Source: an optimization exercise on an open RTL-to-GDS flow (aim: small area, a short achievable clock period and few clock cycles). Production flows keep margins and buffers that such runs may drop. Power figures rest on the tool's default switching activity, not on a simulated workload.

==> onyx: inputs <==
==> flow/design.v <==
module mesh_top (
    input  logic        clock,
    input  logic        reset,
    input  logic        block_all_paths,
    input  logic [3:0]  req_valid,
    input  logic [71:0] req,
    output logic [3:0]  req_ready,
    output logic [3:0]  recv_valid,
    output logic [3:0]  recv_last,
    output logic [7:0]  recv_src,
    output logic [31:0] recv_data
);
    logic [3:0]      s_vld;
    logic [3:0]      s_last;
    logic [3:0][1:0] s_src;
    logic [3:0][7:0] s_data;
    logic [3:0][7:0] s_left;
    logic [3:0]      ready;
    logic [3:0][3:0] aim;      
    logic [3:0][3:0] take;     
    logic [3:0][3:0] want;     
    logic [3:0][3:0] grant;    
    logic [3:0]      load;
    logic [3:0]      free_next;
    always_comb
    begin
        for (int s = 0; s < 4; s++)
        begin
            for (int d = 0; d < 4; d++)
            begin
                aim[s][d]  = (s != d) && req_valid[s] && req[18*s+16 +: 2] == d;
                take[s][d] = aim[s][d] && ready[s];
                want[s][d] = aim[s][d] && !ready[s];
            end
        end
        for (int d = 0; d < 4; d++)
        begin
            load[d] = take[0][d] || take[1][d] || take[2][d] || take[3][d];
            free_next[d] = !load[d] && (!s_vld[d] || s_last[d] || s_left[d] == 8'd2);
        end
        for (int s = 0; s < 4; s++)
        begin
            for (int d = 0; d < 4; d++)
            begin
                grant[s][d] = want[s][d] && free_next[d] && !block_all_paths;
                for (int o = 0; o < s; o++)
                begin
                    if (want[o][d])
                        grant[s][d] = 1'b0;
                end
            end
        end
    end
    always_ff @(posedge clock)
    begin
        for (int s = 0; s < 4; s++)
        begin
            if (reset)
                ready[s] <= 1'b0;
            else
                ready[s] <= |grant[s];
        end
    end
    always_ff @(posedge clock)
    begin
        for (int d = 0; d < 4; d++)
        begin
            logic [1:0] ls;
            logic [7:0] ll;
            logic [7:0] lf;
            ls = 2'd0;
            ll = 8'd0;
            lf = 8'd0;
            for (int s = 0; s < 4; s++)
            begin
                if (take[s][d])
                begin
                    ls |= s[1:0];
                    ll |= req[18*s+8 +: 8];
                    lf |= req[18*s +: 8];
                end
            end
            if (reset)
            begin
                s_vld[d]  <= 1'b0;
                s_last[d] <= 1'b0;
            end
            else if (load[d])
            begin
                s_vld[d]  <= 1'b1;
                s_last[d] <= ll == 8'd1;
            end
            else if (s_last[d])
            begin
                s_vld[d]  <= 1'b0;
                s_last[d] <= 1'b0;
            end
            else if (s_vld[d])
            begin
                s_last[d] <= s_left[d] == 8'd2;
            end
            if (load[d])
            begin
                s_src[d]  <= ls;
                s_data[d] <= lf;
                s_left[d] <= ll;
            end
            else
            begin
                s_data[d] <= s_data[d] + 8'd1;
                s_left[d] <= s_left[d] - 8'd1;
            end
        end
    end
    assign req_ready  = ready;
    assign recv_valid = s_vld;
    assign recv_last  = s_last;
    for (genvar d = 0; d < 4; d++)
    begin : g_out
        assign recv_src[2*d +: 2]  = s_src[d];
        assign recv_data[8*d +: 8] = s_data[d];
    end
endmodule
==> flow/flow/run.sh <==
#!/bin/bash
# Standard layout with two changes: every port is buffered by a plain buf_1
# (buffer_ports otherwise picks a slow clkdlybuf4s50_1), and clock tree
# synthesis adds no dummy load cells.
set -euo pipefail
bash standard.sh \
    "BUFFER_PORTS_ARGS=-buffer_cell sky130_fd_sc_hd__buf_1" \
    "CTS_ARGS=-sink_clustering_enable -repair_clock_nets -dont_use_dummy_load" \
    finish > standard_flow.log 2>&1
==> flow/standard.sh <==
#!/bin/bash
# synth_recipe.tcl (not shown) runs the flow's synth.tcl, then flattens the netlist and writes it again
# the make line also repeats each setting of config.mk as NAME=value (left out here)
make -C /OpenROAD-flow-scripts/flow DESIGN_CONFIG=/design/flow/config.mk WORK_HOME=/design/flow/orfs CLKGATE_MAP_FILE= SYNTH_SCRIPT=/design/flow/synth_recipe.tcl "${@:-finish}"
==> flow/config.mk <==
export PLATFORM = sky130hd
export DESIGN_NAME = mesh_top
export DESIGN_NICKNAME = mesh_top
export VERILOG_FILES = /design/flow/design.v
export SDC_FILE = /design/flow/constraint.sdc
export NUM_CORES = 4
export LEC_CHECK = 0
export CAP_MARGIN = 20
export CORE_MARGIN = 2
export CORE_UTILIZATION = 40
export SETUP_SLACK_MARGIN = 2.0
export SLEW_MARGIN = 20
==> flow/constraint.sdc <==
create_clock -name core_clock -period 3.8 [get_ports {clock}]
set_input_delay 0.7600 -clock core_clock [delete_from_list [all_inputs] [get_ports {clock}]]
set_output_delay 0.7600 -clock core_clock [all_outputs]
set_load 0.01 [all_outputs]
==> inputs of umber, as changes to onyx <==
==> flow/design.v, changed modules only <==
module mesh_top (
    input  logic        clock,
    input  logic        reset,
    input  logic        block_all_paths,
    input  logic [3:0]  req_valid,
    input  logic [71:0] req,
    output logic [3:0]  req_ready,
    output logic [3:0]  recv_valid,
    output logic [3:0]  recv_last,
    output logic [7:0]  recv_src,
    output logic [31:0] recv_data
);
    logic [3:0]      s_vld;
    logic [3:0]      s_last;
    logic [3:0][1:0] s_src;
    logic [3:0][7:0] s_data;
    logic [3:0][7:0] s_left;
    logic [3:0][3:0] want;     
    logic [3:0][3:0] grant;    
    logic [3:0]      sink_free;
    always_comb
    begin
        for (int d = 0; d < 4; d++)
        begin
            sink_free[d] = !s_vld[d] || s_last[d];
        end
        for (int s = 0; s < 4; s++)
        begin
            for (int d = 0; d < 4; d++)
            begin
                want[s][d] = (s != d) && req_valid[s] && req[18*s+16 +: 2] == d;
            end
        end
        for (int s = 0; s < 4; s++)
        begin
            for (int d = 0; d < 4; d++)
            begin
                grant[s][d] = want[s][d] && sink_free[d] && !block_all_paths;
                for (int o = 0; o < s; o++)
                begin
                    if (want[o][d])
                        grant[s][d] = 1'b0;
                end
            end
        end
        for (int s = 0; s < 4; s++)
        begin
            req_ready[s] = |grant[s];
        end
    end
    always_ff @(posedge clock)
    begin
        for (int d = 0; d < 4; d++)
        begin
            logic       ld;
            logic [1:0] ls;
            logic [7:0] ll;
            logic [7:0] lf;
            ld = 1'b0;
            ls = 2'd0;
            ll = 8'd0;
            lf = 8'd0;
            for (int s = 0; s < 4; s++)
            begin
                if (grant[s][d])
                begin
                    ld = 1'b1;
                    ls |= s[1:0];
                    ll |= req[18*s+8 +: 8];
                    lf |= req[18*s +: 8];
                end
            end
            if (reset)
            begin
                s_vld[d]  <= 1'b0;
                s_last[d] <= 1'b0;
            end
            else if (ld)
            begin
                s_vld[d]  <= 1'b1;
                s_last[d] <= ll == 8'd1;
            end
            else if (s_last[d])
            begin
                s_vld[d]  <= 1'b0;
                s_last[d] <= 1'b0;
            end
            else if (s_vld[d])
            begin
                s_last[d] <= s_left[d] == 8'd2;
            end
            if (ld)
            begin
                s_src[d]  <= ls;
                s_data[d] <= lf;
                s_left[d] <= ll;
            end
            else
            begin
                s_data[d] <= s_data[d] + 8'd1;
                s_left[d] <= s_left[d] - 8'd1;
            end
        end
    end
    assign recv_valid = s_vld;
    assign recv_last  = s_last;
    for (genvar d = 0; d < 4; d++)
    begin : g_out
        assign recv_src[2*d +: 2]  = s_src[d];
        assign recv_data[8*d +: 8] = s_data[d];
    end
endmodule
==> flow/run.sh (new file) <==
#!/bin/bash
# synth_recipe.tcl (not shown) runs the flow's synth.tcl, then flattens the netlist and writes it again
# the make line also repeats each setting of config.mk as NAME=value (left out here)
make -C /OpenROAD-flow-scripts/flow DESIGN_CONFIG=/design/flow/config.mk WORK_HOME=/design/flow/orfs CLKGATE_MAP_FILE= SYNTH_SCRIPT=/design/flow/synth_recipe.tcl finish
--- a/flow/config.mk
+++ b/flow/config.mk
@@ -8,5 +8,5 @@
 export CAP_MARGIN = 20
 export CORE_MARGIN = 2
 export CORE_UTILIZATION = 40
-export SETUP_SLACK_MARGIN = 2.0
+export SETUP_SLACK_MARGIN = 1.5
 export SLEW_MARGIN = 20
removed: flow/flow/run.sh
removed: flow/standard.sh
==> qor summary <==
| quantity | onyx | umber |
|---|---|---|
| P_int | 2.335 mW | 2.602 mW |
| Overall power after layout | 3.719 mW | 3.940 mW |
| Static leakage power | 2.569 nW | 2.490 nW |
| Core Util, Final | 59.15% | 58.74% |
| Max_slew headroom | 54.24% | 62.54% |
| Proportion of total power due to net switching | 37.21% | 33.97% |
| Detailed-route wire length on metal 1 | 7.402 mm | 6.874 mm |
| Fraction of final layout cells with drive strength greater than 1 | 23.90% | 17.45% |
| Capture point of the worst path | s_data[14] | req_ready[2] |
| Class of the most critical setup path | in2reg | in2out |
| Run status | finished clean | finished clean |
| Final non-filler cell total | 867 | 779 |
| Detailed placer's ending HPWL | 12.37 mm | 11.92 mm |
| Core Area | 11370 um2 | 11270 um2 |
| Routed wire length | 18.33 mm | 17.01 mm |
| Multi-input gate area | 3032 um2 | 2799 um2 |
No run of this note included a check of the RTL's function; only the layout flow was run.

-- afterwards: timing with drivers on the ports --
How much do the figures lean on ideal ports? The routed layouts below were timed once more, with nothing changed but the port constraints.
Step 1 (the two cells are an assumption about what drives the block):
set clk [get_ports {clock}]
set_driving_cell -lib_cell sky130_fd_sc_hd__clkbuf_16 $clk
set_driving_cell -lib_cell sky130_fd_sc_hd__buf_2 [delete_from_list [all_inputs] $clk]
Step 2, shift: input delay + t, output delay - t, t = (earliest + latest rising clock arrival at the registers) / 2. This alone moves slack from input paths to output paths.
Slacks: ideal / step 1 / step 2; pairs: ideal / step 1.
run	t (ns)	slack for setup (ns)	worst setup path after step 2	clock arrival spread, ns	pins driven straight from the clock port
onyx	0.381	1.897 / 1.892 / 1.511	input to register	0.014 / 0.014	1
umber	0.382	1.188 / 1.142 / 1.142	input to output	0.009 / 0.009	1
After both steps setup and hold are still met in every run listed. The setup slack of onyx, which loses most, moves by -0.005 ns with the drivers and by -0.386 ns with both steps.
